This is an optimization exercise on Yosys and OpenROAD, whose aim is small area, not a production implementation.
RTL that was checked went through simulation tests only; none was proved equivalent to the original.
Function not checked in runs 2 to 5: the RTL went through the layout flow alone.
Power is estimated from default activity; no workload was simulated.

File: design/flow/run.sh
#!/bin/bash
# synth_recipe.tcl (not shown) runs the flow's synth.tcl, then flattens the netlist and writes it again
# the make line also repeats each setting of config.mk as NAME=value (left out here)
make -C /OpenROAD-flow-scripts/flow DESIGN_CONFIG=/design/flow/config.mk WORK_HOME=/design/flow/orfs CLKGATE_MAP_FILE= SYNTH_SCRIPT=/design/flow/synth_recipe.tcl finish
File: design/flow/config.mk
export PLATFORM = sky130hd
export DESIGN_NAME = vector_unit_top
export DESIGN_NICKNAME = vector_unit_top
export VERILOG_FILES = /design/flow/design.v
export SDC_FILE = /design/flow/constraint.sdc
export NUM_CORES = 4
export LEC_CHECK = 0
export CAP_MARGIN = 20
export CORE_MARGIN = 2
export CORE_UTILIZATION = 40
export SLEW_MARGIN = 20
File: design/flow/constraint.sdc
create_clock -name core_clock -period 5.0 [get_ports {clk_i}]
set_input_delay 1.0000 -clock core_clock [delete_from_list [all_inputs] [get_ports {clk_i}]]
set_output_delay 1.0000 -clock core_clock [all_outputs]
set_load 0.01 [all_outputs]
File: design/flow/design.v
package vector_unit_pkg;
    typedef enum logic [1:0] {
        ESIZE_8  = 2'b00,
        ESIZE_16 = 2'b01
    } esize_t;
    typedef enum logic [3:0] {
        OP_VSRA       = 4'd0,
        OP_RND_VSRA   = 4'd1,
        OP_VSRL       = 4'd2,
        OP_RND_VSRL   = 4'd3,
        OP_VSLL       = 4'd4,
        OP_SAT_VSLL   = 4'd5,
        OP_VSATL_SMPR = 4'd6,
        OP_VSATL_RNDR = 4'd7,
        OP_VADD       = 4'd8,
        OP_VSUB       = 4'd9,
        OP_SAT_VADD   = 4'd10,
        OP_SAT_VSUB   = 4'd11
    } vunit_op_t;
    typedef enum logic [2:0] {
        VSRA, RND_VSRA, VSRL, RND_VSRL, VSLL, SAT_VSLL, VSATL_SMPR, VSATL_RNDR
    } vshift_uops_t;
    typedef enum logic [1:0] {
        VADD, VSUB, SAT_VADD, SAT_VSUB
    } vadd_uops_t;
endpackage : vector_unit_pkg
`timescale 1ns/1ps
module vector_unit_top (
    input  logic                  clk_i,
    input  logic                  rst_n_i,
    input  logic                  wb_cyc_i,
    input  logic                  wb_stb_i,
    input  logic                  wb_we_i,
    input  logic [5-1:0] wb_adr_i,
    input  logic [32-1:0] wb_dat_i,
    input  logic [3:0]            wb_sel_i,
    output logic [32-1:0] wb_dat_o,
    output logic                  wb_ack_o
);
    logic [31:0] opa_q, opb_q, res_q;
    logic [3:0]  op_q;
    logic [1:0]  es_q;
    logic        ovf_q;
    logic        a_vld, b_vld, c_vld, r_vld;
    logic req, a_opa, a_opb, a_ctrl, a_res, a_stat;
    assign req    = wb_cyc_i && wb_stb_i && !wb_ack_o;
    assign a_opa  = (wb_adr_i == 5'h00);
    assign a_opb  = (wb_adr_i == 5'h04);
    assign a_ctrl = (wb_adr_i == 5'h08);
    assign a_res  = (wb_adr_i == 5'h0C);
    assign a_stat = (wb_adr_i == 5'h10);
    logic [31:0] z, res_d;
    logic        ovf_d;
    logic        run, pass2_q;
    logic        wr_opa, wr_opb, wr_ctrl;
    assign wr_opa  = wb_ack_o && wb_we_i && a_opa;
    assign wr_opb  = wb_ack_o && wb_we_i && a_opb;
    assign wr_ctrl = req && wb_we_i && a_ctrl;
    assign run     = wb_ack_o && wb_we_i && a_ctrl && !(op_q[3] && op_q[2]);
    always_ff @(posedge clk_i or negedge rst_n_i) begin
        if (!rst_n_i) begin
            wb_ack_o    <= 1'b0;
            pass2_q     <= 1'b0;
            a_vld       <= 1'b0;
            b_vld       <= 1'b0;
            c_vld       <= 1'b0;
            r_vld       <= 1'b0;
            opb_q[4:0]  <= '0;
        end else begin
            wb_ack_o <= req;
            pass2_q  <= run;
            if (wr_opa)  a_vld <= 1'b1;
            if (wr_opb)  b_vld <= 1'b1;
            if (wr_ctrl) c_vld <= 1'b1;
            if (run)     r_vld <= 1'b1;
            if (wr_opb)  opb_q[4:0] <= wb_dat_i[4:0];
        end
    end
    always_ff @(posedge clk_i) begin
        if (wr_opa) opa_q <= wb_dat_i;
        if (wr_opb) opb_q[31:5] <= wb_dat_i[31:5];
        if (wr_ctrl) begin
            op_q <= wb_dat_i[3:0];
            es_q <= wb_dat_i[5:4];
        end
        if (pass2_q) begin
            res_q <= res_d;
            ovf_q <= ovf_d;
        end else if (run) begin
            res_q <= sh & {32{a_vld}};
        end
    end
    always_comb begin
        wb_dat_o = ({32{a_opa  && a_vld}} & opa_q) |
                   ({32{a_opb  && b_vld}} & opb_q) |
                   ({32{a_res  && r_vld}} & res_q) |
                   ({32{a_ctrl && c_vld}} & {26'b0, es_q, op_q}) |
                   ({32{a_stat && r_vld}} & {30'b0, ovf_q, 1'b0});
    end
    logic e8, is_add, neg, left, sat, rnd, logical, sub, satadd;
    assign e8      = (es_q == 2'b00);
    assign is_add  = op_q[3];
    assign neg     = opb_q[4];
    assign left    = !is_add && ((op_q[2:1] == 2'b10) || ((op_q[2:1] == 2'b11) && !neg));
    assign sat     = !is_add && ((op_q[2:0] == 3'd5) || ((op_q[2:1] == 2'b11) && !neg));
    assign rnd     = !is_add && ((op_q[2:0] == 3'd1) || (op_q[2:0] == 3'd3) ||
                                 ((op_q[2:0] == 3'd7) && neg));
    assign logical = (op_q[2:1] == 2'b01);
    assign sub     = op_q[0];
    assign satadd  = is_add && op_q[1];
    logic [3:0] s_pos, s_neg, k_in, k_d, k_q, k;
    logic       k3, kz, left_in;
    assign s_pos   = opb_q[3:0];
    assign s_neg   = 4'd0 - opb_q[3:0];
    assign left_in = !wb_dat_i[3] && ((wb_dat_i[2:1] == 2'b10) ||
                                      ((wb_dat_i[2:1] == 2'b11) && !neg));
    assign k_in    = wb_dat_i[3] ? 4'd0 : ((left_in ^ neg) ? s_neg : s_pos);
    assign k_d     = {k_in[3] && (wb_dat_i[5:4] != 2'b00), k_in[2:0]};
    always_ff @(posedge clk_i) begin
        if (wr_ctrl) k_q <= k_d;
    end
    assign k  = k_q;
    assign k3 = k_q[3];
    assign kz = (k_q == 4'd0);
    logic [7:0] v;
    always_comb begin
        for (int b = 0; b < 8; b++) v[b] = (b + k[2:0] >= 8);
    end
    logic [31:0] y, sh;
    logic [3:0]  lsign;
    always_comb begin
        for (int j = 0; j < 4; j++) begin
            for (int b = 0; b < 8; b++) begin
                y[8*j+b] = opa_q[8*j + ((b + k[2:0]) % 8)];
            end
        end
        for (int j = 0; j < 4; j++) begin
            for (int b = 0; b < 8; b++) begin
                z[8*j+b] = (((v[b] && !e8) ^ k3)) ? y[8*(j^1)+b] : y[8*j+b];
            end
        end
    end
    assign lsign[0] = a_vld && (e8 ? opa_q[7]  : opa_q[15]);
    assign lsign[1] = a_vld && opa_q[15];
    assign lsign[2] = a_vld && (e8 ? opa_q[23] : opa_q[31]);
    assign lsign[3] = a_vld && opa_q[31];
    logic [31:0] x;
    assign x = z;
    logic [31:0] u, lostb;
    logic [3:0]  lost_b;
    always_comb begin
        for (int j = 0; j < 4; j++) begin
            for (int b = 0; b < 8; b++) begin
                if (j % 2 == 0) u[8*j+b] = v[b] && (e8 || k3);
                else            u[8*j+b] = v[b] || k3;
            end
        end
        for (int i = 0; i < 32; i++) begin
            if (left) begin
                sh[i]    = (u[i] || kz) && x[i];
                lostb[i] = !u[i] && !kz && x[i];
            end else begin
                sh[i]    = u[i] ? (!logical && lsign[i/8]) : x[i];
                lostb[i] = 1'b0;
            end
        end
        for (int j = 0; j < 4; j++) lost_b[j] = |lostb[8*j +: 8];
    end
    logic [3:0] lost_l, r_l;
    assign lost_l[0] = e8 ? lost_b[0] : (lost_b[0] || lost_b[1]);
    assign lost_l[1] = e8 ? lost_b[1] : (lost_b[0] || lost_b[1]);
    assign lost_l[2] = e8 ? lost_b[2] : (lost_b[2] || lost_b[3]);
    assign lost_l[3] = e8 ? lost_b[3] : (lost_b[2] || lost_b[3]);
    assign r_l[0] = !kz && (e8 ? x[7] : x[15]);
    assign r_l[1] = !kz && x[15];
    assign r_l[2] = !kz && (e8 ? x[23] : x[31]);
    assign r_l[3] = !kz && x[31];
    logic [3:0] lost_q, r_q;
    always_ff @(posedge clk_i) begin
        lost_q <= lost_l & {4{a_vld}};
        r_q    <= r_l & {4{a_vld}};
    end
    logic [31:0] bb, sum;
    logic [3:0]  cin;
    assign bb = (opb_q & {32{is_add && b_vld}}) ^ {32{is_add && sub}};
    always_comb begin
        for (int j = 0; j < 4; j++) begin
            cin[j] = is_add ? sub : (rnd && r_q[j]);
        end
    end
    logic c8, c16, c24;
    logic [9:0] t0, t1, t2, t3;
    assign t0  = {1'b0, res_q[7:0], 1'b1}   + {1'b0, bb[7:0], cin[0]};
    assign c8  = e8 ? cin[1] : t0[9];
    assign t1  = {1'b0, res_q[15:8], 1'b1}  + {1'b0, bb[15:8], c8};
    assign c16 = cin[2];
    assign t2  = {1'b0, res_q[23:16], 1'b1} + {1'b0, bb[23:16], c16};
    assign c24 = e8 ? cin[3] : t2[9];
    assign t3  = {1'b0, res_q[31:24], 1'b1} + {1'b0, bb[31:24], c24};
    assign sum = {t3[8:1], t2[8:1], t1[8:1], t0[8:1]};
    logic [3:0] amsb, bmsb, smsb, clamp_b, top_b;
    always_comb begin
        for (int j = 0; j < 4; j++) begin
            top_b[j] = e8 || (j % 2 == 1);
            if (j % 2 == 1) begin
                amsb[j] = res_q[8*j+7];
                bmsb[j] = bb[8*j+7];
                smsb[j] = sum[8*j+7];
            end else begin
                amsb[j] = e8 ? res_q[8*j+7]  : res_q[8*j+15];
                bmsb[j] = e8 ? bb[8*j+7]  : bb[8*j+15];
                smsb[j] = e8 ? sum[8*j+7] : sum[8*j+15];
            end
            clamp_b[j] = (satadd && (amsb[j] == bmsb[j]) && (smsb[j] != amsb[j])) ||
                         (sat && (lost_q[j] || smsb[j]));
        end
        for (int i = 0; i < 32; i++) begin
            if (clamp_b[i/8])
                res_d[i] = ((i % 8 == 7) && top_b[i/8]) ? lsign[i/8] : !lsign[i/8];
            else
                res_d[i] = sum[i];
        end
    end
    assign ovf_d = |clamp_b;
endmodule
==> flow_summary.ini, run 1 <==
[status]
status = finished clean

[timing]
max-slew-margin-rel = 0.3585
fin_worst_skew_ns = 0.01301
min_period_ns = 4.755
worst_slew_pin_slew_ns = 0.9522
fmax_mhz = 210.3
grt_setup_unrepaired = false
hold_viol = 0
tns_ns = 0
finalCritPeriodShare = 0.9511
layout_setup_ws_ns = 0.2447
setup_violations = 0
final-max-slew-violation-count = 0

[floorplan]
die_h_um = 165.1
fp.dieW_um = 165.1
io_pins = 79
core-area_sq_um = 25330
initial_core_util = 0.4100
core.rowCount = 58
die_area_sq_um = 27260

[routing]
drc_errors = 0
drtIter0Drc = 946
via_per_inst = 6.130
first_pass_iters = 8
vias = 9336
drtAntennaViolNets = 0
wire_per_inst_um = 22.70
wl_um = 34580

[global_routing]
grt_pass1_vias = 8789
grt_pass1_wl_um = 52150
grt_max_degree = 44
grt_overflow = 0
antenna_found_initial = 0
grtUsageTotal = 0.2567

[cts]
clkSinkCount = 121
htree_levels = 4
clk_latency_ns = 0.43
root_buffer = clkbuf_16
path_clk_slew_ns = 0.06
cts_buffers = 17
cts_setup_buffers = 0
clock_path_buffers = 2
tritoncts = done

[setup_path]
arrival_ns = 4.89
worstSetupStartpointType = flip-flop
crit_type = reg2reg
cp-end-kind = flip-flop
critPathMaxFanout = 16
critPathRequiredTime_ns = 5.13

[yosys]
ys_seq_elements = 121
syn_nets = 1184
synth_top_area_frac = 0.2950
synth.avg_cell_area_sq_um = 9.509
syn_inst = 1092
synthFlopType = edfxtp_1
synth.largest_area_cell = edfxtp_1
synthTopCellsByArea = edfxtp_1, mux4_2, mux2i_1
ys_seq_area_frac = 0.3369
synth-edff-count = 102
synth_cell_types = 84
yosys_warnings = 1
async_reset_ff_frac = 0.09091
syn_area_sq_um = 10380

[flow_run]
drv_cap = 0

[power]
ir_drop_mv = 0.2090
power_density_nw_per_um2 = 214.2
p_leak_uw = 0.004893

[cells_and_area]
area_growth_syn_to_layout_pct = 19.22
nets = 1272
drive_above_1_share = 0.1358
diodes = 0

[placement]
hpwlAfterDp_um = 25530
post-place-ws_ns = 0.2733
port_buffers = 74
place_congestion = 0.9882

[hold_path]
worst_hold_path_type = reg2reg
==> placed cells by master, fill, tap and decap left out, types with 23 or more instances in the layout <==
master / count
a21oi_1: 46
a222oi_1: 30
and2_1: 39
buf_4: 51
clkdlybuf4s50_1: 74
edfxtp_1: 102
ha_1: 42
inv_1: 48
mux2i_1: 56
mux4_2: 34
nand2_1: 144
nand3_1: 30
nor2_1: 55
nor3_1: 23
o21ai_0: 53
xnor2_1: 50
==> cell usage after synthesis (8+ instances only) <==
cell and number:
dfrtp_1 11, a221o_1 9, xor2_1 10, o22ai_1 13, a21oi_1 47, and2_1 39, or2_2 8, o21ai_1 10
nand3_1 30, o21ai_0 53, o211ai_1 11, buf_2 10, nor3_1 24, nand2b_1 10, nor2_1 57, dfxtp_1 8
nand2_1 144, a21o_1 10, clkbuf_1 43, ha_1 42, xnor2_1 50, inv_1 48, a311o_1 8, mux2i_1 56
mux2_2 11, edfxtp_1 102, a31oi_1 11, mux4_2 34, a222oi_1 30, o21a_1 8, nor2b_1 16
==> registers in the layout, indices dropped and copies added, names as in the netlist <==
signal    cells
b_vld         1
opb_q        32
op_q          4
k_q           4
opa_q        32
es_q          2
r_vld         1
res_q        32
ovf_q         1
wb_ack_o      1
c_vld         1
r_q           4
lost_q        4
a_vld         1
pass2_q       1
==> power breakdown <==
| part | internal, uW | switching, uW |
|---|---|---|
| clock | 746 | 514 |
| combinational | 126 | 142 |
| sequential | 1100 | 18.8 |
| total | 1980 | 675 |
==> what timing repair did <==
item	CTS	global route
gates resized for setup	0	1
setup endpoints to repair	0	9
hold buffers	0	0
==> critical path: stages, from the launching register on <==
cell and delay [ns]:
edfxtp_1 0.47, buf_12 0.20, buf_4 0.19, xnor2_1 0.13
and2_1 0.16, ha_1 0.36, o21a_1 0.15, nor2_1 0.05
a211oi_1 0.35, o21ai_0 0.19, fa_1 0.42, nor2b_1 0.17
o21ai_1 0.13, a21oi_2 0.22, or3_1 0.16, a31oi_2 0.09
or2_1 0.35, buf_4 0.18, nor4_1 0.31, nand3_1 0.19
==> layout make-up <==
class,count,area (sq um)
Clock inverter,15,166.4
Sequential cell,121,3498
Multi-Input combinational cell,857,6430
Fill cell,2347,12950
Timing Repair Buffer,131,1251
Inverter,52,195.2
Tap cell,330,412.9
Clock buffer,17,425.4
==> through the flow <==
stage                     std cells  area (sq um)  hold slack, ns  utilization  total power [uW]
after global placement         1490         11760          0.4411       0.4642              1405
after global routing           1523         12380          0.4732       0.4888              2734
after CTS                      1522         12350          0.4630       0.4876              2665
after floorplan                1092         10390          0.4301            -              1291
final                          1523         12380          0.4623       0.4888              2652
after detailed placement       1490         11760          0.4477       0.4642              1408
==> routing by layer <==
| layer | routed length (um) | up-vias | GRT usage |
|---|---|---|---|
| met3 | 2531 | 59 | 0.04471 |
| met2 | 16080 | 403 | 0.4110 |
| met4 | 1019 | 0 | 0.08893 |
| met5 | 0 | - | 0 |
| li1 | - | 4344 | - |
| met1 | 14950 | 4530 | 0.3515 |
==> final timing paths <==
check	startpoint	to	slack, ns	depth (start not counted)
setup reg to reg	op_q[0]	ovf_q	0.24	19
max in group asynchronous	rst_n_i	opb_q[0]	3.74	1
setup / recovery	op_q[0]	ovf_q	0.24	19
min in group asynchronous	rst_n_i	opb_q[3]	0.92	1
hold reg to reg	c_vld	c_vld	0.46	1
hold / removal	c_vld	c_vld	0.46	1
==> kinds of logic after synthesis <==
group	Yosys count	share of synthesized area
buffers and inverters	114	0.04567
AOI/OAI and AO/OA	282	0.1947
muxes	103	0.1423
and+or+nand+nor	365	0.1699
adders and majority gates	46	0.05832
xor gates and xnor gates	61	0.05217
DFF	121	0.3369
==> inputs of run 2 (changes only) <==
--- a/design/flow/design.v
+++ b/design/flow/design.v
@@ -89,3 +89,3 @@
         end else if (run) begin
-            res_q <= sh & {32{a_vld}};
+            res_q <= z & {32{a_vld}};
         end
@@ -147,3 +147,3 @@
     logic [31:0] x;
-    assign x = z;
+    assign x = res_q;
     logic [31:0] u, lostb;
@@ -177,7 +177,2 @@
     assign r_l[3] = !kz && x[31];
-    logic [3:0] lost_q, r_q;
-    always_ff @(posedge clk_i) begin
-        lost_q <= lost_l & {4{a_vld}};
-        r_q    <= r_l & {4{a_vld}};
-    end
     logic [31:0] bb, sum;
@@ -187,3 +182,3 @@
         for (int j = 0; j < 4; j++) begin
-            cin[j] = is_add ? sub : (rnd && r_q[j]);
+            cin[j] = is_add ? sub : (rnd && r_l[j]);
         end
@@ -192,9 +187,9 @@
     logic [9:0] t0, t1, t2, t3;
-    assign t0  = {1'b0, res_q[7:0], 1'b1}   + {1'b0, bb[7:0], cin[0]};
+    assign t0  = {1'b0, sh[7:0], 1'b1}   + {1'b0, bb[7:0], cin[0]};
     assign c8  = e8 ? cin[1] : t0[9];
-    assign t1  = {1'b0, res_q[15:8], 1'b1}  + {1'b0, bb[15:8], c8};
+    assign t1  = {1'b0, sh[15:8], 1'b1}  + {1'b0, bb[15:8], c8};
     assign c16 = cin[2];
-    assign t2  = {1'b0, res_q[23:16], 1'b1} + {1'b0, bb[23:16], c16};
+    assign t2  = {1'b0, sh[23:16], 1'b1} + {1'b0, bb[23:16], c16};
     assign c24 = e8 ? cin[3] : t2[9];
-    assign t3  = {1'b0, res_q[31:24], 1'b1} + {1'b0, bb[31:24], c24};
+    assign t3  = {1'b0, sh[31:24], 1'b1} + {1'b0, bb[31:24], c24};
     assign sum = {t3[8:1], t2[8:1], t1[8:1], t0[8:1]};
@@ -205,3 +200,3 @@
             if (j % 2 == 1) begin
-                amsb[j] = res_q[8*j+7];
+                amsb[j] = sh[8*j+7];
                 bmsb[j] = bb[8*j+7];
@@ -209,3 +204,3 @@
             end else begin
-                amsb[j] = e8 ? res_q[8*j+7]  : res_q[8*j+15];
+                amsb[j] = e8 ? sh[8*j+7]  : sh[8*j+15];
                 bmsb[j] = e8 ? bb[8*j+7]  : bb[8*j+15];
@@ -214,3 +209,3 @@
             clamp_b[j] = (satadd && (amsb[j] == bmsb[j]) && (smsb[j] != amsb[j])) ||
-                         (sat && (lost_q[j] || smsb[j]));
+                         (sat && (lost_l[j] || smsb[j]));
         end
==> flow_summary.ini, run 2 <==
[status]
violations = setup timing
status = failed layout checks

[yosys]
synth_top_area_frac = 0.3058
syn_area_sq_um = 10010
synthTopCellsByArea = edfxtp_1, mux4_2, ha_1
synth.avg_cell_area_sq_um = 9.448
synthTopCellsByCount = nand2_1, edfxtp_1, nor2_1, a21oi_1, xnor2_1
yosysMostFrequentCell = nand2_1
ys_seq_area_frac = 0.3333
synth.largest_area_cell = edfxtp_1
synth-edff-count = 102
syn_inst = 1060
yosys_warnings = 1
async_reset_ff_frac = 0.09735
ys_seq_elements = 113
synthFlopType = edfxtp_1
syn_nets = 1149
synth_cell_types = 95

[setup_path]
crit_type = reg2reg
crit_buf_inv = 6
critPathTopFamily = compound AO/OA/AOI/OAI gates
cp-end-kind = flip-flop
slowest_delay_ns = 0.42
cpMostUsedCell = buf_4
slowest_stage = or3_4
critPathMaxFanout = 8
worstSetupStartpointType = flip-flop
arrival_ns = 5.44
critPathRequiredTime_ns = 5.15

[cells_and_area]
drive_above_1_share = 0.2661
finalNonFillerCells = 1594
diodes = 0
fin_area_sq_um = 13280
final_common_cell = buf_4
final_cell_mix = buf_4, nand2_1, edfxtp_1
top_regs = opa_q: 32 flops, opb_q: 32 flops, res_q: 32 flops
area_growth_syn_to_layout_pct = 32.57
nets = 1346

[timing]
layout_setup_ws_ns = -0.2905
finalCritPeriodShare = 1.058
min_period_ns = 5.291
grt_setup_unrepaired = true
setup_violations = 33
worst_slew_pin_slew_ns = 1.003
final-max-slew-violation-count = 0
tns_ns = -5.899
fmax_mhz = 189.0
fin_worst_skew_ns = 0.01226
hold_viol = 0
max-slew-margin-rel = 0.3300

[placement]
place_congestion = 0.9771
post-place-ws_ns = -0.4644
placed_cell_area_sq_um = 12140
dp_cells = 1540
hpwlAfterDp_um = 28610
port_buffers = 74

[cts]
htree_levels = 4
cts_buffers = 17
postCtsHoldBufs = 0
path_clk_slew_ns = 0.06
tritoncts = done
clk_latency_ns = 0.44
root_buffer = clkbuf_16
clock_path_buffers = 2
clkSinkCount = 113

[power]
power_density_nw_per_um2 = 193.6
p_leak_uw = 0.005302
p_seq_frac = 0.407
ir_drop_mv = 0.2270
power_frac_clock = 0.488
p_sw_frac = 0.2434
p_comb_frac = 0.105
power.internal_uw = 1945
switchingPower_uw = 625.8

[floorplan]
initial_core_util = 0.4094
core.rowCount = 57
io_pins = 79
fp.dieW_um = 162.2
core-area_sq_um = 24460
die_area_sq_um = 26320
die_h_um = 162.2

[global_routing]
grt_overflow = 0
grtUsageTotal = 0.2898
antenna_found_initial = 0
grt_pass1_wl_um = 56760
grt_max_degree = 35
grt_pass1_vias = 9489

[routing]
wl_um = 37920
wire_per_inst_um = 23.79
drtAntennaViolNets = 0
via_per_inst = 6.194
drc_errors = 0
drtIter0Drc = 1265
first_pass_iters = 6
vias = 9874

[hold_path]
worst_hold_path_type = reg2reg

[flow_run]
drv_cap = 0
## run 2: cell families after synthesis
family / Yosys count / share of synthesized area
AO/OA/AOI/OAI: 285 / 0.2186
adder cells (fa/ha/maj): 43 / 0.05672
XOR/XNOR: 60 / 0.05247
AND/OR/NAND/NOR: 359 / 0.1709
buffers and inverters: 114 / 0.04785
flip-flops: 113 / 0.3333
multiplexers: 86 / 0.1201
## run 2: final timing paths
check,slack (ns),end,startpoint,cells past startpoint
setup / recovery,-0.29,res_q[8],k_q[1],25
max in group asynchronous,3.68,opb_q[0],rst_n_i,1
hold / removal,0.48,wb_ack_o,wb_ack_o,1
hold reg to reg,0.48,wb_ack_o,wb_ack_o,1
min in group asynchronous,0.94,opb_q[2],rst_n_i,1
setup reg to reg,-0.29,res_q[8],k_q[1],25
## run 2: worst reg2reg max path, cell delays in order, from the launching register on
cell      delay [ns]
edfxtp_1        0.38
buf_6           0.13
inv_8           0.03
ha_4            0.14
nor3b_4         0.15
or3_4           0.42
buf_4           0.17
o211ai_2        0.18
nand2_1         0.09
ha_1            0.31
and4_1          0.24
nand3_1         0.14
o21ai_4         0.27
nand2_2         0.08
fa_2            0.37
nand2b_4        0.16
a21oi_2         0.11
o31a_1          0.28
o22ai_2         0.14
buf_4           0.16
o22ai_2         0.16
a31oi_1         0.12
buf_4           0.16
o211ai_1        0.23
buf_4           0.24
o311ai_1        0.13
## run 2: repair_timing
action | in CTS | in global routing
resized for setup | 47 | 31
endpoints found under the setup margin | 33 | 33
pin swaps | 25 | 28
setup buffers | 14 | 11
## run 2: cell type report
cell class              instances  area (sq um)
flip-flops and latches        113          3338
fillers                      2164         11190
clock buffers                  18         429.2
clock inverters                14         165.2
multi-input cells             833          6658
inverters                      50         195.2
well taps                     324         405.4
repair buffers                242          2086
## run 2: through the flow
step	hold slack [ns]	utilization	total power (uW)
after CTS	0.4797	0.5336	2568
final	0.4786	0.5427	2571
after global routing	0.4993	0.5427	2643
after global placement	0.4547	0.4963	1307
after floorplan	0.4318	-	1200
after detailed placement	0.4646	0.4963	1312
## run 2: power groups by stage
stage | Combinational (uW) | Clock [uW] | Sequential [uW]
after floorplan | 140 | 0 | 1060
after global placement | 241 | 0 | 1070
after global routing | 290 | 1310 | 1050
final | 269 | 1260 | 1050
after detailed placement | 246 | 0 | 1070
after CTS | 259 | 1260 | 1050
## run 2: routing by layer
| metal | vias up | track usage | wire length [um] | share of wire |
|---|---|---|---|---|
| met4 | 0 | 0.1038 | 1240 | 0.033 |
| met3 | 84 | 0.06027 | 3979 | 0.10 |
| li1 | 4447 | - | - | - |
| met1 | 4796 | 0.4060 | 15780 | 0.42 |
| met5 | - | 0 | 0 | 0 |
| met2 | 547 | 0.4447 | 16920 | 0.45 |
==> inputs of run 3 (changes only) <==
--- a/design/flow/design.v
+++ b/design/flow/design.v
@@ -110,16 +110,9 @@
     assign satadd  = is_add && op_q[1];
-    logic [3:0] s_pos, s_neg, k_in, k_d, k_q, k;
-    logic       k3, kz, left_in;
-    assign s_pos   = opb_q[3:0];
-    assign s_neg   = 4'd0 - opb_q[3:0];
-    assign left_in = !wb_dat_i[3] && ((wb_dat_i[2:1] == 2'b10) ||
-                                      ((wb_dat_i[2:1] == 2'b11) && !neg));
-    assign k_in    = wb_dat_i[3] ? 4'd0 : ((left_in ^ neg) ? s_neg : s_pos);
-    assign k_d     = {k_in[3] && (wb_dat_i[5:4] != 2'b00), k_in[2:0]};
-    always_ff @(posedge clk_i) begin
-        if (wr_ctrl) k_q <= k_d;
-    end
-    assign k  = k_q;
-    assign k3 = k_q[3];
-    assign kz = (k_q == 4'd0);
+    logic [3:0] s_pos, s_neg, k;
+    logic       k3, kz;
+    assign s_pos = opb_q[3:0];
+    assign s_neg = 4'd0 - opb_q[3:0];
+    assign k     = is_add ? 4'd0 : ((left ^ neg) ? s_neg : s_pos);
+    assign k3    = k[3] && !e8;
+    assign kz    = (k[2:0] == 3'd0) && !k3;
     logic [7:0] v;
==> flow_summary.ini, run 3 <==
[setup_path]
crit_type = reg2reg
worstSetupStartpointType = flip-flop
cpMostUsedCell = o21ai_2
slowest_delay_ns = 0.41
slowest_stage = edfxtp_1
r2r_slack_ns = -1.12
arrival_ns = 6.25
cp-end-kind = flip-flop
critPathRequiredTime_ns = 5.13
critPathMaxFanout = 7

[yosys]
synth_top_area_frac = 0.2966
syn_nets = 1120
synth_cell_types = 86
syn_inst = 1032
synthTopCellsByArea = edfxtp_1, mux2i_1, mux4_2
synth.largest_area_cell = edfxtp_1
syn_area_sq_um = 9922
yosys_warnings = 1
synth.avg_cell_area_sq_um = 9.614
async_reset_ff_frac = 0.1009
ys_seq_elements = 109
ys_seq_area_frac = 0.3243
synthTopCellsByCount = nand2_1, edfxtp_1, nor2_1, o21ai_0, mux2i_1
yosysMostFrequentCell = nand2_1
synthFlopType = edfxtp_1
synth-edff-count = 98

[floorplan]
core-area_sq_um = 24320
core.rowCount = 57
die_h_um = 161.5
fp.dieW_um = 161.5
die_area_sq_um = 26080
io_pins = 79
initial_core_util = 0.4080

[routing]
wire_per_inst_um = 24.72
drtIter0Drc = 1285
vias = 10133
wl_um = 40590
first_pass_iters = 9
drc_errors = 0
drtAntennaViolNets = 0
via_per_inst = 6.171

[placement]
hpwlAfterDp_um = 31520
port_buffers = 74
placed_cell_area_sq_um = 12610
place_congestion = 1.059

[cells_and_area]
fin_area_sq_um = 13750
final_common_cell = buf_4
area_growth_syn_to_layout_pct = 38.55
nets = 1399
top_regs = opa_q: 32 flops, opb_q: 32 flops, res_q: 32 flops
final_cell_mix = buf_4, nand2_1, edfxtp_1
nFillCells = 2144
drive_above_1_share = 0.3427

[cts]
clkSinkCount = 109
clk_latency_ns = 0.37
root_buffer = clkbuf_16
htree_levels = 3
clock_path_buffers = 2
cts_buffers = 9
tritoncts = done
path_clk_slew_ns = 0.09

[power]
power_density_nw_per_um2 = 203.6
p_leak_uw = 0.005633
ir_drop_mv = 0.1498

[global_routing]
grt_pass1_vias = 9572
grt_overflow = 0
antenna_found_initial = 6
grt_pass1_wl_um = 59520
grt_max_degree = 35
grtUsageTotal = 0.3075

[status]
status = failed layout checks
violations = setup timing

[timing]
tns_ns = -34.69
grt_setup_unrepaired = true
fmax_mhz = 163.3
min_period_ns = 6.124
fin_worst_skew_ns = 0.008625
finalCritPeriodShare = 1.225
layout_setup_ws_ns = -1.124
max-slew-margin-rel = 0.3170
worst_slew_pin_slew_ns = 1.018
setup_violations = 33
final-max-slew-violation-count = 0
hold_viol = 0

[hold_path]
worst_hold_path_type = reg2reg

[flow_run]
drv_cap = 0
## run 3: timing repair
item	in CTS	in global routing
setup buffers	22	17
pin swaps	43	19
gates resized for setup	68	40
endpoints found under the hold margin	0	0
endpoints found under the setup margin	33	33
hold buffers	0	0
## run 3: cell families (layout without fill, tap and decap cells)
logic type,count (synthesis),count (layout),share of synthesized area
xor+xnor,66,66,0.05902
other cells,0,2,0
buf+inv,114,398,0.04704
mux,102,102,0.1375
fa+ha+maj,42,42,0.05599
compound gates,287,287,0.2212
simple gates,312,312,0.1550
flops,109,109,0.3243
## run 3: through the flow
step	power, uW	setup WS [ns]	std cells	util	hold slack [ns]
global route	2889	-1.300	1640	0.5651	0.4922
global placement	1921	-1.442	1585	0.5185	0.4496
finish	2799	-1.124	1642	0.5653	0.4717
CTS	2741	-0.9543	1623	0.5523	0.4793
detailed placement	1926	-1.541	1585	0.5185	0.4580
floorplan	1549	-1.296	1032	-	0.4301
## run 3: power by group
part	total, uW	leakage (uW)	internal [uW]	switching, uW
logic	1000	0.00446	473	529
clock network	782	0.000151	361	421
registers	1020	0.00103	1000	10.7
## run 3: per-layer routing
layer | part of all wire | vias to the layer above | wire, um | global-route usage
li1 | - | 4509 | - | -
met1 | 0.41 | 4898 | 16730 | 0.4307
met2 | 0.44 | 628 | 17690 | 0.4610
met3 | 0.12 | 96 | 4782 | 0.08372
met4 | 0.034 | 2 | 1373 | 0.09943
met5 | 0.00017 | - | 7 | 0
## run 3: path summary, 6_finish.rpt
path                               from   endpoint  cells past startpoint
worst max-delay path            op_q[3]  res_q[17]                     30
worst min-delay path              c_vld      c_vld                      1
min in group asynchronous       rst_n_i   opb_q[4]                      1
max in group asynchronous       rst_n_i   opb_q[4]                      1
worst min register to register    c_vld      c_vld                      1
worst max register to register  op_q[3]  res_q[17]                     30
## run 3: worst max-delay path, delay by kind of cell, from the launching register on
family          cells  cell delay [ns]
simple gates        9             1.48
flops               1             0.41
mux                 1             0.32
fa+ha+maj           3             0.79
compound gates     14             2.59
buf+inv             3             0.29
## run 3: area by class of cell
class                   instances  area (sq um)  share of cell area
multi-input cells             809          6825              0.4965
well taps                     324         405.4             0.02949
clock inverters                 7         86.33            0.006280
repair buffers                330          2766              0.2012
flip-flops and latches        109          3219              0.2342
inverters                      52         214.0             0.01556
diodes                          2         5.005           0.0003641
clock buffers                   9         225.2             0.01638
==> inputs of run 4 (changes only) <==
--- a/design/flow/design.v
+++ b/design/flow/design.v
@@ -110,9 +110,16 @@
     assign satadd  = is_add && op_q[1];
-    logic [3:0] s_pos, s_neg, k;
-    logic       k3, kz;
-    assign s_pos = opb_q[3:0];
-    assign s_neg = 4'd0 - opb_q[3:0];
-    assign k     = is_add ? 4'd0 : ((left ^ neg) ? s_neg : s_pos);
-    assign k3    = k[3] && !e8;
-    assign kz    = (k[2:0] == 3'd0) && !k3;
+    logic [3:0] s_pos, s_neg, k_in, k_d, k_q, k;
+    logic       k3, kz, left_in;
+    assign s_pos   = opb_q[3:0];
+    assign s_neg   = 4'd0 - opb_q[3:0];
+    assign left_in = !wb_dat_i[3] && ((wb_dat_i[2:1] == 2'b10) ||
+                                      ((wb_dat_i[2:1] == 2'b11) && !neg));
+    assign k_in    = wb_dat_i[3] ? 4'd0 : ((left_in ^ neg) ? s_neg : s_pos);
+    assign k_d     = {k_in[3] && (wb_dat_i[5:4] != 2'b00), k_in[2:0]};
+    always_ff @(posedge clk_i) begin
+        if (wr_ctrl) k_q <= k_d;
+    end
+    assign k  = k_q;
+    assign k3 = k_q[3];
+    assign kz = (k_q == 4'd0);
     logic [7:0] v;
@@ -178,12 +185,15 @@
     end
-    logic c8, c16, c24;
-    logic [9:0] t0, t1, t2, t3;
-    assign t0  = {1'b0, sh[7:0], 1'b1}   + {1'b0, bb[7:0], cin[0]};
-    assign c8  = e8 ? cin[1] : t0[9];
-    assign t1  = {1'b0, sh[15:8], 1'b1}  + {1'b0, bb[15:8], c8};
-    assign c16 = cin[2];
-    assign t2  = {1'b0, sh[23:16], 1'b1} + {1'b0, bb[23:16], c16};
-    assign c24 = e8 ? cin[3] : t2[9];
-    assign t3  = {1'b0, sh[31:24], 1'b1} + {1'b0, bb[31:24], c24};
-    assign sum = {t3[8:1], t2[8:1], t1[8:1], t0[8:1]};
+    logic [32:0] c;
+    always_comb begin
+        c[0] = cin[0];
+        for (int i = 0; i < 32; i++) begin
+            logic ci;
+            if (i == 8)       ci = e8 ? cin[1] : c[8];
+            else if (i == 16) ci = cin[2];
+            else if (i == 24) ci = e8 ? cin[3] : c[24];
+            else              ci = c[i];
+            sum[i]  = sh[i] ^ bb[i] ^ ci;
+            c[i+1]  = (sh[i] & bb[i]) | (ci & (sh[i] ^ bb[i]));
+        end
+    end
     logic [3:0] amsb, bmsb, smsb, clamp_b, top_b;
==> flow_summary.ini, run 4 <==
[timing]
worst_slew_pin_slew_ns = 1.139
fin_worst_skew_ns = 0.01230
max-slew-margin-rel = 0.2381
finalCritPeriodShare = 1.499
tns_ns = -78.75
layout_setup_ws_ns = -2.494
whs_ns = 0.4707
fmax_mhz = 133.4
setup_violations = 33
grt_setup_unrepaired = true
final-max-slew-violation-count = 0
min_period_ns = 7.494
hold_viol = 0

[setup_path]
arrival_ns = 7.66
cp-end-kind = flip-flop
slowest_stage = edfxtp_1
r2r-start = k_q[1]
critPathRequiredTime_ns = 5.17
cpMostUsedCell = fa_2
worstSetupStartpoint = k_q[1]
worst_r2r_path_depth = 35
crit_type = reg2reg
r2r_slack_ns = -2.49
worstSetupStartpointType = flip-flop
slowest_delay_ns = 0.47
critPathMaxFanout = 6
timing.rr.end = ovf_q

[global_routing]
grt_pass1_wl_um = 52660
antenna_found_initial = 0
grtUsageTotal = 0.2973
grt_max_degree = 42
grt_overflow = 0
grt_pass1_vias = 8521

[hold_path]
worst_hold_path_type = reg2reg
min_path_cells = 1
hold_end = c_vld
hp-start = c_vld

[status]
violations = setup timing
status = failed layout checks

[cts]
path_clk_slew_ns = 0.06
postCtsHoldBufs = 0
tritoncts = done
clkSinkCount = 113
root_buffer = clkbuf_16
clk_latency_ns = 0.44
htree_levels = 4
clock_path_buffers = 2
cts_buffers = 17

[yosys]
synth_cell_types = 72
synth.avg_cell_area_sq_um = 10.37
synth-edff-count = 102
ys_seq_area_frac = 0.3635
syn_nets = 971
syn_area_sq_um = 9184
yosys_warnings = 1
synth.largest_area_cell = edfxtp_1
synthTopCellsByCount = nand2_1, edfxtp_1, inv_1, nor2_1, mux2i_1
synth_top_area_frac = 0.3335
synthFlopType = edfxtp_1
syn_inst = 886
ys_seq_elements = 113
yosysMostFrequentCell = nand2_1
synthTopCellsByArea = edfxtp_1, mux4_2, fa_1
async_reset_ff_frac = 0.09735

[floorplan]
die_h_um = 155.5
io_pins = 79
core.rowCount = 55
initial_core_util = 0.4069
fp.dieW_um = 155.5
die_area_sq_um = 24190
core-area_sq_um = 22570

[flow_run]
drv_cap = 0

[cells_and_area]
diodes = 0
final_common_cell = buf_4
top_regs = opa_q: 32 flops, opb_q: 32 flops, res_q: 32 flops
area_growth_syn_to_layout_pct = 32.62
finalNonFillerCells = 1377
final_cell_mix = buf_4, nand2_1, edfxtp_1
drive_above_1_share = 0.3040
nets = 1164

[power]
power_density_nw_per_um2 = 205.8
ir_drop_mv = 0.2274
totalPowerFinal_uw = 2507
p_leak_uw = 0.004743

[routing]
drtIter0Drc = 1054
vias = 8541
via_per_inst = 6.203
drc_errors = 0
wl_um = 34860
first_pass_iters = 6
drtAntennaViolNets = 0
wire_per_inst_um = 25.32

[placement]
port_buffers = 74
place_congestion = 0.9859
dp_cells = 1329
hpwlAfterDp_um = 25980
post-place-ws_ns = -2.572
run 4: cell types whose count changed after synthesis, sizes merged, moves of 10 or more:
cell,delta
a221oi,+13
a21o,-11
a211oi,-10
nor2,-27
buf,-11
nor2b,-11
xnor2,-14
a221o,-12
fa,+26
o21ai,-36
mux4,+10
clkbuf,+11
ha,-29
run 4: logic make-up after synthesis:
family                   Yosys count  share of synthesized area
flip-flops                       113                     0.3635
buffers and inverters            121                    0.05340
XOR/XNOR                          43                    0.04101
AND/OR/NAND/NOR                  252                     0.1279
multiplexers                      95                     0.1515
AO/OA/AOI/OAI                    223                     0.1850
adder cells (fa/ha/maj)           39                    0.07766
run 4: metal layers:
layer / part of all wire / global-route usage
met3: 0.084 / 0.05710
met5: 0 / 0
met4: 0.040 / 0.1298
met1: 0.42 / 0.4078
met2: 0.46 / 0.4612
run 4: stage by stage:
| stage | instance area, sq um | utilization |
|---|---|---|
| 2_1_floorplan | 9333 | - |
| 3_3_place_gp | 11230 | 0.4974 |
| 3_5_place_dp | 11230 | 0.4974 |
| 4_1_cts | 12030 | 0.5331 |
| 5_1_grt | 12180 | 0.5396 |
| 6_report | 12180 | 0.5396 |
run 4: worst max path at each step:
stage	to
final	ovf_q
after detailed placement	res_q[8]
after global placement	res_q[11]
after CTS	res_q[12]
after global routing	res_q[13]
after floorplan	res_q[8]
run 4: critical path, delay by kind of cell, from the launching register on:
family	cells	cell delay (ns)
xor gates and xnor gates	2	0.36
and+or+nand+nor	3	0.49
buffers and inverters	9	0.64
AOI/OAI and AO/OA	5	0.77
adders and majority gates	16	4.49
DFF	1	0.47
run 4: area by class of cell:
| type | count | area, sq um |
|---|---|---|
| clock buffer | 24 | 514.2 |
| clock inverter | 8 | 47.55 |
| fill | 2011 | 10390 |
| inverter | 59 | 229.0 |
| multi-input combinational | 652 | 5690 |
| sequential | 113 | 3338 |
| tap | 285 | 356.6 |
| timing repair buffer | 236 | 2003 |
run 4: what timing repair did:
item                       4_1_cts  5_1_grt
buffers inserted                11        5
resized for setup               49       20
setup endpoints to repair       33       33
pin swaps                       14        6
run 4: report_power, final:
part / total, uW / internal [uW] / switching, uW
combinational: 283 / 134 / 149
clock: 1170 / 716 / 458
sequential: 1050 / 1040 / 8.56
total: 2510 / 1890 / 615
==> inputs of run 5 (changes only) <==
--- a/design/flow/design.v
+++ b/design/flow/design.v
@@ -89,3 +89,3 @@
         end else if (run) begin
-            res_q <= z & {32{a_vld}};
+            res_q <= sh & {32{a_vld}};
         end
@@ -147,20 +147,20 @@
     logic [31:0] x;
-    assign x = res_q;
-    logic [31:0] u, lostb;
-    logic [3:0]  lost_b;
-    always_comb begin
-        for (int j = 0; j < 4; j++) begin
-            for (int b = 0; b < 8; b++) begin
-                if (j % 2 == 0) u[8*j+b] = v[b] && (e8 || k3);
-                else            u[8*j+b] = v[b] || k3;
-            end
+    assign x = z;
+    logic [15:0] u, keep, fsel, lsel;
+    logic [3:0]  fillv, lost_b;
+    logic [31:0] lostb;
+    assign fillv = lsign & {4{!logical}};
+    always_comb begin
+        for (int b = 0; b < 8; b++) begin
+            u[b]   = v[b] && (e8 || k3);
+            u[8+b] = v[b] || k3;
+        end
+        for (int p = 0; p < 16; p++) begin
+            keep[p] = left ? (u[p] || kz) : !u[p];
+            fsel[p] = !left && u[p];
+            lsel[p] = left && !u[p] && !kz;
         end
         for (int i = 0; i < 32; i++) begin
-            if (left) begin
-                sh[i]    = (u[i] || kz) && x[i];
-                lostb[i] = !u[i] && !kz && x[i];
-            end else begin
-                sh[i]    = u[i] ? (!logical && lsign[i/8]) : x[i];
-                lostb[i] = 1'b0;
-            end
+            sh[i]    = (keep[i%16] && x[i]) || (fsel[i%16] && fillv[i/8]);
+            lostb[i] = lsel[i%16] && x[i];
         end
@@ -177,2 +177,7 @@
     assign r_l[3] = !kz && x[31];
+    logic [3:0] lost_q, r_q;
+    always_ff @(posedge clk_i) begin
+        lost_q <= lost_l & {4{a_vld}};
+        r_q    <= r_l & {4{a_vld}};
+    end
     logic [31:0] bb, sum;
@@ -182,18 +187,15 @@
         for (int j = 0; j < 4; j++) begin
-            cin[j] = is_add ? sub : (rnd && r_l[j]);
-        end
-    end
-    logic [32:0] c;
-    always_comb begin
-        c[0] = cin[0];
-        for (int i = 0; i < 32; i++) begin
-            logic ci;
-            if (i == 8)       ci = e8 ? cin[1] : c[8];
-            else if (i == 16) ci = cin[2];
-            else if (i == 24) ci = e8 ? cin[3] : c[24];
-            else              ci = c[i];
-            sum[i]  = sh[i] ^ bb[i] ^ ci;
-            c[i+1]  = (sh[i] & bb[i]) | (ci & (sh[i] ^ bb[i]));
-        end
-    end
+            cin[j] = is_add ? sub : (rnd && r_q[j]);
+        end
+    end
+    logic c8, c16, c24;
+    logic [9:0] t0, t1, t2, t3;
+    assign t0  = {1'b0, res_q[7:0], 1'b1}   + {1'b0, bb[7:0], cin[0]};
+    assign c8  = e8 ? cin[1] : t0[9];
+    assign t1  = {1'b0, res_q[15:8], 1'b1}  + {1'b0, bb[15:8], c8};
+    assign c16 = cin[2];
+    assign t2  = {1'b0, res_q[23:16], 1'b1} + {1'b0, bb[23:16], c16};
+    assign c24 = e8 ? cin[3] : t2[9];
+    assign t3  = {1'b0, res_q[31:24], 1'b1} + {1'b0, bb[31:24], c24};
+    assign sum = {t3[8:1], t2[8:1], t1[8:1], t0[8:1]};
     logic [3:0] amsb, bmsb, smsb, clamp_b, top_b;
@@ -203,3 +205,3 @@
             if (j % 2 == 1) begin
-                amsb[j] = sh[8*j+7];
+                amsb[j] = res_q[8*j+7];
                 bmsb[j] = bb[8*j+7];
@@ -207,3 +209,3 @@
             end else begin
-                amsb[j] = e8 ? sh[8*j+7]  : sh[8*j+15];
+                amsb[j] = e8 ? res_q[8*j+7]  : res_q[8*j+15];
                 bmsb[j] = e8 ? bb[8*j+7]  : bb[8*j+15];
@@ -212,3 +214,3 @@
             clamp_b[j] = (satadd && (amsb[j] == bmsb[j]) && (smsb[j] != amsb[j])) ||
-                         (sat && (lost_l[j] || smsb[j]));
+                         (sat && (lost_q[j] || smsb[j]));
         end
==> design/flow/flow/run.sh (new file) <==
#!/bin/bash
# Layout flow: the standard ORFS flow, with three changes in how the
# layout is made:
#  - synthesis maps the logic with the ABC script in flow/abc.script (the
#    rest of the synthesis script is ORFS's own, unchanged);
#  - the port buffers are sky130_fd_sc_hd__buf_1 cells;
#  - extra make variables from flow/make_args.txt, one per line.
# Each tool's full output goes to a log file in this folder.
set -euo pipefail
HERE=$PWD
FLOWDIR=$HERE/flow

# Synthesis script: the standard flow's, sourcing ORFS's synth.tcl with the ABC script
# swapped for ours
sed "/source \$::env(SCRIPTS_DIR)\/synth_preamble.tcl/a set abc_args [lreplace \$abc_args 1 1 $FLOWDIR/abc.script]" \
    "$FLOW_HOME/scripts/synth.tcl" > "$HERE/synth_own.tcl"
sed "s|source \$::env(SCRIPTS_DIR)/synth.tcl|source $HERE/synth_own.tcl|" \
    "$HERE/synth_recipe.tcl" > "$HERE/synth_recipe_own.tcl"
grep -q "synth_own.tcl" "$HERE/synth_recipe_own.tcl"
grep -q "abc.script" "$HERE/synth_own.tcl"

args=(SYNTH_SCRIPT="$HERE/synth_recipe_own.tcl"
      "BUFFER_PORTS_ARGS=-buffer_cell sky130_fd_sc_hd__buf_1")
if [[ -f "$FLOWDIR/make_args.txt" ]]; then
    while IFS= read -r line; do
        [[ -n "$line" ]] && args+=("$line")
    done < "$FLOWDIR/make_args.txt"
fi
bash "$HERE/standard.sh" "${args[@]}" finish > "$HERE/standard.log" 2>&1
==> design/flow/flow/abc.script (new file) <==
strash
dch -f
map -a
topo
stime -c
buffer -c
upsize -c
dnsize -c
==> design/flow/standard.sh (new file) <==
#!/bin/bash
# synth_recipe.tcl (not shown) runs the flow's synth.tcl, then flattens the netlist and writes it again
# the make line also repeats each setting of config.mk as NAME=value (left out here)
make -C /OpenROAD-flow-scripts/flow DESIGN_CONFIG=/design/flow/config.mk WORK_HOME=/design/flow/orfs CLKGATE_MAP_FILE= SYNTH_SCRIPT=/design/flow/synth_recipe.tcl "${@:-finish}"
removed: design/flow/run.sh
==> flow_summary.ini, run 5 <==
[setup_path]
crit_type = reg2reg
cp-end-kind = flip-flop
critPathMaxFanout = 8
critPathTopFamily = simple AND/OR/NAND/NOR gates
arrival_ns = 5.04
critPathRequiredTime_ns = 5.16
slowest_stage = fa_2
slowest_delay_ns = 0.42
worstSetupStartpointType = flip-flop
crit_buf_inv = 5

[yosys]
synth_top_area_frac = 0.3258
synth-edff-count = 102
syn_inst = 1243
synthTopCellsByArea = edfxtp_1, nand2_1, o21ai_0
synth_cell_types = 49
yosys_warnings = 1
yosysMostFrequentCell = nand2_1
ys_seq_area_frac = 0.3722
synth.largest_area_cell = edfxtp_1
synthTopCellsByCount = nand2_1, nor2_1, inv_1, o21ai_0, edfxtp_1
syn_area_sq_um = 9400
synth.avg_cell_area_sq_um = 7.563
synthFlopType = edfxtp_1
async_reset_ff_frac = 0.09091
syn_nets = 1334
ys_seq_elements = 121

[global_routing]
grtUsageTotal = 0.2749
grt_pass1_wl_um = 50000
grt_max_degree = 45
grt_overflow = 0
grt_pass1_vias = 8595
antenna_found_initial = 0

[timing]
max-slew-margin-rel = 0.3220
final-max-slew-violation-count = 0
fmax_mhz = 204.8
finalCritPeriodShare = 0.9766
min_period_ns = 4.883
worst_slew_pin_slew_ns = 1.011
fin_worst_skew_ns = 0.007565
setup_violations = 0
tns_ns = 0
whs_ns = 0.4851
hold_viol = 0

[status]
status = finished clean

[cts]
tritoncts = done
path_clk_slew_ns = 0.06
root_buffer = clkbuf_16
cts_buffers = 17
clkSinkCount = 121
htree_levels = 4
clk_latency_ns = 0.44
clock_path_buffers = 2

[cells_and_area]
diodes = 0
final_cell_mix = nand2_1, nor2_1, inv_1
final_common_cell = nand2_1
drive_above_1_share = 0.1329
nets = 1447
top_regs = opa_q: 32 flops, opb_q: 32 flops, res_q: 32 flops
area_growth_syn_to_layout_pct = 19.15

[routing]
wl_um = 34370
via_per_inst = 5.608
vias = 9467
first_pass_iters = 6
drtAntennaViolNets = 0
wire_per_inst_um = 20.36
drtIter0Drc = 997
drc_errors = 0

[hold_path]
worst_hold_path_type = reg2reg

[power]
totalPowerFinal_uw = 2502
p_leak_uw = 0.004600
power_density_nw_per_um2 = 223.4
ir_drop_mv = 0.1444

[placement]
place_congestion = 0.9833
hpwlAfterDp_um = 25740
port_buffers = 74

[floorplan]
die_area_sq_um = 24740
io_pins = 79
initial_core_util = 0.4041
die_h_um = 157.3
fp.dieW_um = 157.3
core-area_sq_um = 23260
core.rowCount = 56

[flow_run]
drv_cap = 0
[run 5: cell count changes after synthesis, moves of 52 or more]
cell	before	now
a22oi_1	10	62
a21oi_1	44	100
o21ai_0	29	116
nand2_1	111	259
inv_1	57	116
nor2_1	55	124
[run 5: timing repair]
| item | in CTS | in global routing |
|---|---|---|
| gates resized for setup | 0 | 51 |
| hold buffers | 0 | 0 |
| endpoints found under the setup margin | 0 | 33 |
| buffers inserted | 0 | 34 |
[run 5: per-stage QoR]
step,setup WS (ns),area (sq um),std cells,util
after floorplan,0.1830,9400,1243,-
after global placement,0.1184,10170,1622,0.4374
after detailed placement,0.02468,10170,1622,0.4374
after CTS,0.005947,10730,1654,0.4613
after global routing,-0.09704,11200,1688,0.4815
final,0.1169,11200,1688,0.4815
[run 5: cells by family after synthesis]
family / count (synthesis) / share of synthesized area
and+or+nand+nor: 455 / 0.1994
AOI/OAI and AO/OA: 404 / 0.2528
buffers and inverters: 179 / 0.07307
DFF: 121 / 0.3722
adders and majority gates: 45 / 0.06309
xor gates and xnor gates: 27 / 0.02675
muxes: 12 / 0.01278
[run 5: worst paths after layout]
| check | from | end | slack [ns] | cells after the start |
|---|---|---|---|---|
| max in group asynchronous | rst_n_i | a_vld | 3.98 | 1 |
| max | op_q[3] | res_q[31] | 0.12 | 30 |
| min in group asynchronous | rst_n_i | opb_q[2] | 0.57 | 1 |
| max reg2reg | op_q[3] | res_q[31] | 0.12 | 30 |
| min reg2reg | c_vld | c_vld | 0.49 | 1 |
| min | c_vld | c_vld | 0.49 | 1 |
[run 5: per-layer routing]
layer | up-vias | GRT usage | part of all wire | routed length [um]
li1 | 4580 | - | - | -
met1 | 4405 | 0.3626 | 0.42 | 14600
met2 | 414 | 0.4483 | 0.47 | 16000
met3 | 68 | 0.04626 | 0.071 | 2440
met4 | 0 | 0.1121 | 0.038 | 1319
met5 | - | 0 | 0 | 0
[run 5: final cells by class]
class / instances / area [sq um]
fill: 2344 / 12060
multi-input combinational: 944 / 5410
sequential: 121 / 3498
timing repair buffer: 139 / 834.6
inverter: 133 / 501.7
clock buffer: 17 / 425.4
tap: 319 / 399.1
clock inverter: 15 / 131.4
[run 5: where the power goes]
group          switching [uW]  internal [uW]
Combinational             122           59.0
Clock                     550            652
Sequential               13.6           1110
Total                     685           1820
==> inputs of run 6 (changes only) <==
--- a/design/flow/design.v
+++ b/design/flow/design.v
@@ -42,3 +42,3 @@
     logic [1:0]  es_q;
-    logic        ovf_q;
+    logic [3:0]  cl_q;
     logic        a_vld, b_vld, c_vld, r_vld;
@@ -52,3 +52,2 @@
     logic [31:0] z, res_d;
-    logic        ovf_d;
     logic        run, pass2_q;
@@ -87,3 +86,3 @@
             res_q <= res_d;
-            ovf_q <= ovf_d;
+            cl_q  <= clamp_b;
         end else if (run) begin
@@ -92,2 +91,9 @@
     end
+    logic [31:0] res_rd;
+    always_comb begin
+        for (int i = 0; i < 32; i++) begin
+            if (i % 8 < 6) res_rd[i] = cl_q[i/8] ? res_q[8*(i/8)+6] : res_q[i];
+            else           res_rd[i] = res_q[i];
+        end
+    end
     always_comb begin
@@ -95,5 +101,5 @@
                    ({32{a_opb  && b_vld}} & opb_q) |
-                   ({32{a_res  && r_vld}} & res_q) |
+                   ({32{a_res  && r_vld}} & res_rd) |
                    ({32{a_ctrl && c_vld}} & {26'b0, es_q, op_q}) |
-                   ({32{a_stat && r_vld}} & {30'b0, ovf_q, 1'b0});
+                   ({32{a_stat && r_vld}} & {30'b0, |cl_q, 1'b0});
     end
@@ -180,3 +186,3 @@
         lost_q <= lost_l & {4{a_vld}};
-        r_q    <= r_l & {4{a_vld}};
+        r_q    <= r_l & {4{a_vld && rnd}};
     end
@@ -184,6 +190,11 @@
     logic [3:0]  cin;
-    assign bb = (opb_q & {32{is_add && b_vld}}) ^ {32{is_add && sub}};
-    always_comb begin
-        for (int j = 0; j < 4; j++) begin
-            cin[j] = is_add ? sub : (rnd && r_q[j]);
+    logic bgate_q, subx_q;
+    always_ff @(posedge clk_i) begin
+        bgate_q <= is_add && b_vld;
+        subx_q  <= is_add && sub;
+    end
+    assign bb = (opb_q & {32{bgate_q}}) ^ {32{subx_q}};
+    always_comb begin
+        for (int j = 0; j < 4; j++) begin
+            cin[j] = subx_q || r_q[j];
         end
@@ -217,4 +228,6 @@
         for (int i = 0; i < 32; i++) begin
-            if (clamp_b[i/8])
-                res_d[i] = ((i % 8 == 7) && top_b[i/8]) ? lsign[i/8] : !lsign[i/8];
+            if (clamp_b[i/8] && (i % 8 == 7))
+                res_d[i] = top_b[i/8] ? lsign[i/8] : !lsign[i/8];
+            else if (clamp_b[i/8] && (i % 8 == 6))
+                res_d[i] = !lsign[i/8];
             else
@@ -223,3 +236,2 @@
     end
-    assign ovf_d = |clamp_b;
 endmodule
--- a/design/flow/config.mk
+++ b/design/flow/config.mk
@@ -10,2 +10,5 @@
 export CORE_UTILIZATION = 40
+export CTS_BUF_LIST = sky130_fd_sc_hd__clkbuf_2 sky130_fd_sc_hd__clkbuf_4 sky130_fd_sc_hd__clkbuf_8
+export CTS_CLUSTER_DIAMETER = 60
+export CTS_CLUSTER_SIZE = 20
 export SLEW_MARGIN = 20
==> flow_summary.ini, run 6 <==
[yosys]
synthTopCellsByCount = nand2_1, inv_1, nor2_1, edfxtp_1, o21ai_0
ys_seq_area_frac = 0.3767
synth_cell_types = 64
async_reset_ff_frac = 0.08730
synthTopCellsByArea = edfxtp_1, nand2_1, ha_1
synthFlopType = edfxtp_1
synth.avg_cell_area_sq_um = 7.800
ys_seq_elements = 126
synth-edff-count = 105
yosys_warnings = 1
yosysMostFrequentCell = nand2_1
syn_nets = 1327
syn_area_sq_um = 9633
synth.largest_area_cell = edfxtp_1
syn_inst = 1235
synth_top_area_frac = 0.3273

[timing]
grt_setup_unrepaired = false
max-slew-margin-rel = 0.3894
layout_setup_ws_ns = 0.3847
hold_viol = 0
fmax_mhz = 216.7
final-max-slew-violation-count = 0
min_period_ns = 4.615
tns_ns = 0
finalCritPeriodShare = 0.9231
fin_worst_skew_ns = 0.01718
setup_violations = 0
worst_slew_pin_slew_ns = 0.9082

[floorplan]
core.rowCount = 56
fp.dieW_um = 159.2
io_pins = 79
die_area_sq_um = 25340
initial_core_util = 0.4092
die_h_um = 159.2
core-area_sq_um = 23540

[flow_run]
drv_cap = 0

[placement]
placed_cell_area_sq_um = 10370
hpwlAfterDp_um = 24510
port_buffers = 74
place_congestion = 0.9623
post-place-ws_ns = 0.3384
dp_cells = 1613

[cts]
clkSinkCount = 126
cts_buffers = 17
htree_levels = 4
path_clk_slew_ns = 0.08
clock_path_buffers = 2
cts_setup_buffers = 0
postCtsHoldBufs = 0
root_buffer = clkbuf_8
cts_resized = 0
clk_latency_ns = 0.46
tritoncts = done

[status]
status = finished clean

[power]
p_seq_frac = 0.533
p_comb_frac = 0.059
power_density_nw_per_um2 = 200.3
power.internal_uw = 1605
p_sw_frac = 0.2549
p_leak_uw = 0.004504
switchingPower_uw = 549.0
ir_drop_mv = 0.1343
power_frac_clock = 0.408

[routing]
drtIter0Drc = 739
wire_per_inst_um = 19.51
wl_um = 32100
drtAntennaViolNets = 0
drc_errors = 0
via_per_inst = 5.515
vias = 9072
first_pass_iters = 6

[setup_path]
crit_buf_inv = 3
crit_type = reg2reg
critPathRequiredTime_ns = 5.26
r2r_slack_ns = 0.38
worst_r2r_path_depth = 19
slowest_stage = or3_1
cp-end-kind = flip-flop
critPathTopFamily = simple AND/OR/NAND/NOR gates
slowest_delay_ns = 0.51
arrival_ns = 4.88
r2r-start = bgate_q
critPathMaxFanout = 14
worstSetupStartpointType = flip-flop
timing.rr.end = res_q[15]
path_cells = buf_12 -> buf_4 -> nand2_1 -> xnor2_1 -> ha_1 -> inv_1 -> o21ai_1 -> a211oi_1 -> or3_1 -> fa_1 -> o21ai_1 -> nand3_1 -> nor2_2 -> nor2_1 -> xor2_2 -> or2_0 -> a32oi_1 -> nor2_1 -> o32ai_1

[global_routing]
grt_max_degree = 40
antenna_found_initial = 0
grtUsageTotal = 0.2524
grt_overflow = 0
grt_pass1_wl_um = 48870
grt_pass1_vias = 8520

[cells_and_area]
final_cell_mix = nand2_1, inv_1, nor2_1
fin_util = 0.4567
diodes = 0
nets = 1405
nFillCells = 2411
area_growth_syn_to_layout_pct = 11.61
top_regs = opa_q: 32 flops, opb_q: 32 flops, res_q: 32 flops
fin_area_sq_um = 10750
final_common_cell = nand2_1
finalNonFillerCells = 1645
drive_above_1_share = 0.09201

[hold_path]
hold_end = c_vld
min_path_cells = 1
hp-start = c_vld
worst_hold_path_type = reg2reg
-- run 6: worst max path at each step --
| stage | depth (start not counted) | slack (ns) | start | to |
|---|---|---|---|---|
| 6_report | 19 | 0.38 | bgate_q | res_q[15] |
| 5_1_grt | 23 | 0.0008 | bgate_q | res_q[30] |
| 4_1_cts | 23 | 0.32 | subx_q | res_q[6] |
| 3_5_place_dp | 23 | 0.34 | subx_q | res_q[6] |
| 3_3_place_gp | 23 | 0.40 | subx_q | res_q[6] |
| 2_1_floorplan | 26 | 0.29 | subx_q | res_q[6] |
-- run 6: per-stage QoR --
stage	power (uW)	hold slack [ns]
2_1_floorplan	1243	0.4333
3_5_place_dp	1297	0.4634
3_3_place_gp	1295	0.4543
4_1_cts	2166	0.4824
6_report	2154	0.4767
5_1_grt	2223	0.5076
-- run 6: logic make-up after synthesis --
group	after synthesis	share of synthesized area
AOI/OAI and AO/OA	356	0.2329
and+or+nand+nor	455	0.1911
DFF	126	0.3767
muxes	7	0.007274
buffers and inverters	192	0.08027
xor gates and xnor gates	53	0.04897
adders and majority gates	46	0.06287
-- run 6: cell type report --
class | instances | area [sq um] | share of cell area
clock buffer | 21 | 270.3 | 0.02514
clock inverter | 11 | 95.09 | 0.008844
inverter | 150 | 563.0 | 0.05237
multi-input combinational | 917 | 5269 | 0.4900
sequential | 126 | 3630 | 0.3376
tap | 319 | 399.1 | 0.03712
timing repair buffer | 101 | 525.5 | 0.04888
-- run 6: per-layer routing --
| metal | GRT usage | vias to the layer above | wire (um) |
|---|---|---|---|
| met5 | 0 | - | 0 |
| met4 | 0.07603 | 0 | 657 |
| met3 | 0.04480 | 43 | 2453 |
| met2 | 0.3891 | 303 | 14140 |
| met1 | 0.3618 | 4287 | 14850 |
| li1 | - | 4439 | - |
-- run 6: power groups by stage --
stage	Sequential [uW]	Clock [uW]	Combinational [uW]
finish	1150	879	126
global route	1150	933	141
CTS	1150	892	126
detailed placement	1170	0	125
global placement	1170	0	123
floorplan	1170	0	73.3
==> inputs of run 7 (changes only) <==
--- a/design/flow/config.mk
+++ b/design/flow/config.mk
@@ -10,5 +10,5 @@
 export CORE_UTILIZATION = 40
-export CTS_BUF_LIST = sky130_fd_sc_hd__clkbuf_2 sky130_fd_sc_hd__clkbuf_4 sky130_fd_sc_hd__clkbuf_8
-export CTS_CLUSTER_DIAMETER = 60
-export CTS_CLUSTER_SIZE = 20
+export CTS_BUF_LIST = sky130_fd_sc_hd__clkbuf_4 sky130_fd_sc_hd__clkbuf_8
+export CTS_CLUSTER_DIAMETER = 100
+export CTS_CLUSTER_SIZE = 40
 export SLEW_MARGIN = 20
==> flow_summary.ini, run 7 <==
[yosys]
ys_seq_area_frac = 0.3767
synth_cell_types = 64
synth_top_family_by_area = compound AO/OA/AOI/OAI gates
synth_mux_area_frac = 0.007274
synth-edff-count = 105
ys_seq_elements = 126
syn_inst = 1235
async_reset_ff_frac = 0.08730
yosysMostFrequentCell = nand2_1
synthSimpleGateAreaFrac = 0.1911
synth_xor_area_frac = 0.04897
post_synth_fa_ha_maj_area_fraction = 0.06287
synthTopCellsByCount = nand2_1, inv_1, nor2_1, edfxtp_1, o21ai_0
synthTopCellsByArea = edfxtp_1, nand2_1, ha_1
synthFlopType = edfxtp_1
synth.largest_area_cell = edfxtp_1
synth.avg_cell_area_sq_um = 7.800
yosys_warnings = 1
syn_area_sq_um = 9633
synth_top_area_frac = 0.3273
syn_nets = 1327
synth_compound_area_frac = 0.2329

[cells_and_area]
multi_input_area_sq_um = 5269
area_growth_syn_to_layout_pct = 11.61
nFillCells = 2411
final_cell_mix = nand2_1, inv_1, nor2_1
drive_above_1_share = 0.09201
ff_latch_area_sq_um = 3630
final_common_cell = nand2_1
finalNonFillerCells = 1645
top_regs = opa_q: 32 flops, opb_q: 32 flops, res_q: 32 flops
nets = 1405
diodes = 0
fin_area_sq_um = 10750

[hold_path]
hold_end = c_vld
worst_hold_path_type = reg2reg
hp-start = c_vld
min_path_cells = 1

[global_routing]
antenna_found_initial = 0
grt_max_degree = 40
grtUsageTotal = 0.2524
grt_pass1_vias = 8520
grt_pass1_wl_um = 48870
grt_overflow = 0

[timing]
tns_ns = 0
grt_setup_unrepaired = false
whs_ns = 0.4767
worst_slew_pin_slew_ns = 0.9082
hold_viol = 0
finalCritPeriodShare = 0.9231
fmax_mhz = 216.7
final-max-slew-violation-count = 0
layout_setup_ws_ns = 0.3847
setup_violations = 0
fin_worst_skew_ns = 0.01718
max-slew-margin-rel = 0.3894
min_period_ns = 4.615

[cts]
clkSinkCount = 126
path_clk_slew_ns = 0.08
clk_latency_ns = 0.46
tritoncts = done
root_buffer = clkbuf_8
cts_buffers = 17
htree_levels = 4
clock_path_buffers = 2

[power]
p_sw_frac = 0.2549
p_leak_uw = 0.004504
p_seq_frac = 0.533
ir_drop_mv = 0.1343
power_frac_clock = 0.408
power_density_nw_per_um2 = 200.3
power.internal_uw = 1605
p_comb_frac = 0.059
switchingPower_uw = 549.0

[routing]
drc_errors = 0
wire_per_inst_um = 19.51
first_pass_iters = 6
drtAntennaViolNets = 0
vias = 9072
via_per_inst = 5.515
wl_um = 32100
drtIter0Drc = 739

[floorplan]
initial_core_util = 0.4092
core.rowCount = 56
fp.dieW_um = 159.2
core-area_sq_um = 23540
die_area_sq_um = 25340
io_pins = 79
die_h_um = 159.2

[setup_path]
worst_r2r_path_depth = 19
worstSetupStartpoint = bgate_q
critPathRequiredTime_ns = 5.26
worstSetupStartpointType = flip-flop
timing.rr.end = res_q[15]
r2r-start = bgate_q
critPathMaxFanout = 14
r2r_slack_ns = 0.38
cp-end-kind = flip-flop
arrival_ns = 4.88
crit_type = reg2reg

[placement]
placed_cell_area_sq_um = 10370
post-place-ws_ns = 0.3384
place_congestion = 0.9623
hpwlAfterDp_um = 24510
dp_cells = 1613
port_buffers = 74

[flow_run]
drv_cap = 0

[status]
status = finished clean
run 7: cell counts after synthesis:
No cell type changed its count.
run 7: cell type report:
class                      count  share of cell area
sequential                   126              0.3376
clock buffer                  21             0.02514
timing repair buffer         101             0.04888
clock inverter                11            0.008844
multi-input combinational    917              0.4900
tap                          319             0.03712
inverter                     150             0.05237
run 7: repair_timing:
action                     CTS  global route
gates resized for setup      0             3
setup buffers                0             0
hold buffers                 0             0
setup endpoints to repair    0             5
run 7: power groups by stage:
stage / clock network, uW / registers (uW) / logic (uW)
floorplan: 0 / 1170 / 73.3
global placement: 0 / 1170 / 123
detailed placement: 0 / 1170 / 125
CTS: 892 / 1150 / 126
global route: 933 / 1150 / 141
finish: 879 / 1150 / 126
run 7: how the worst max path moves through the flow:
stage,endpoint,slack (ns),cells past startpoint
2_1_floorplan,res_q[6],0.29,26
3_3_place_gp,res_q[6],0.40,23
3_5_place_dp,res_q[6],0.34,23
4_1_cts,res_q[6],0.32,23
5_1_grt,res_q[30],0.0008,23
6_report,res_q[15],0.38,19
run 7: worst max-delay path, stage by stage, from the launching register on:
cell	delay, ns
dfxtp_1	0.43
buf_12	0.18
buf_4	0.17
nand2_1	0.07
xnor2_1	0.14
ha_1	0.29
inv_1	0.06
o21ai_1	0.21
a211oi_1	0.07
or3_1	0.51
fa_1	0.47
o21ai_1	0.23
nand3_1	0.16
nor2_2	0.19
nor2_1	0.10
xor2_2	0.20
or2_0	0.24
a32oi_1	0.28
nor2_1	0.11
o32ai_1	0.30
run 7: per-layer routing:
layer  track usage  vias up  part of all wire
met5             0        -                 0
met3       0.04480       43             0.076
met2        0.3891      303              0.44
li1              -     4439                 -
met4       0.07603        0             0.020
met1        0.3618     4287              0.46
run 7: cell families after synthesis:
logic type	after synthesis
AND/OR/NAND/NOR	455
AO/OA/AOI/OAI	356
buffers and inverters	192
flip-flops	126
XOR/XNOR	53
adder cells (fa/ha/maj)	46
multiplexers	7
run 7: through the flow:
stage | utilization | total power (uW)
after floorplan | - | 1243
after global placement | 0.4393 | 1295
after detailed placement | 0.4404 | 1297
after CTS | 0.4559 | 2166
after global routing | 0.4567 | 2223
final | 0.4567 | 2154

Setup slack of run 7, layout unchanged: 0.385 ns with ideal ports, 0.385 ns with driving cells assumed (clock clkbuf_16, inputs buf_2), 0.385 ns with port delays also shifted by the 0.491 ns mid clock arrival.
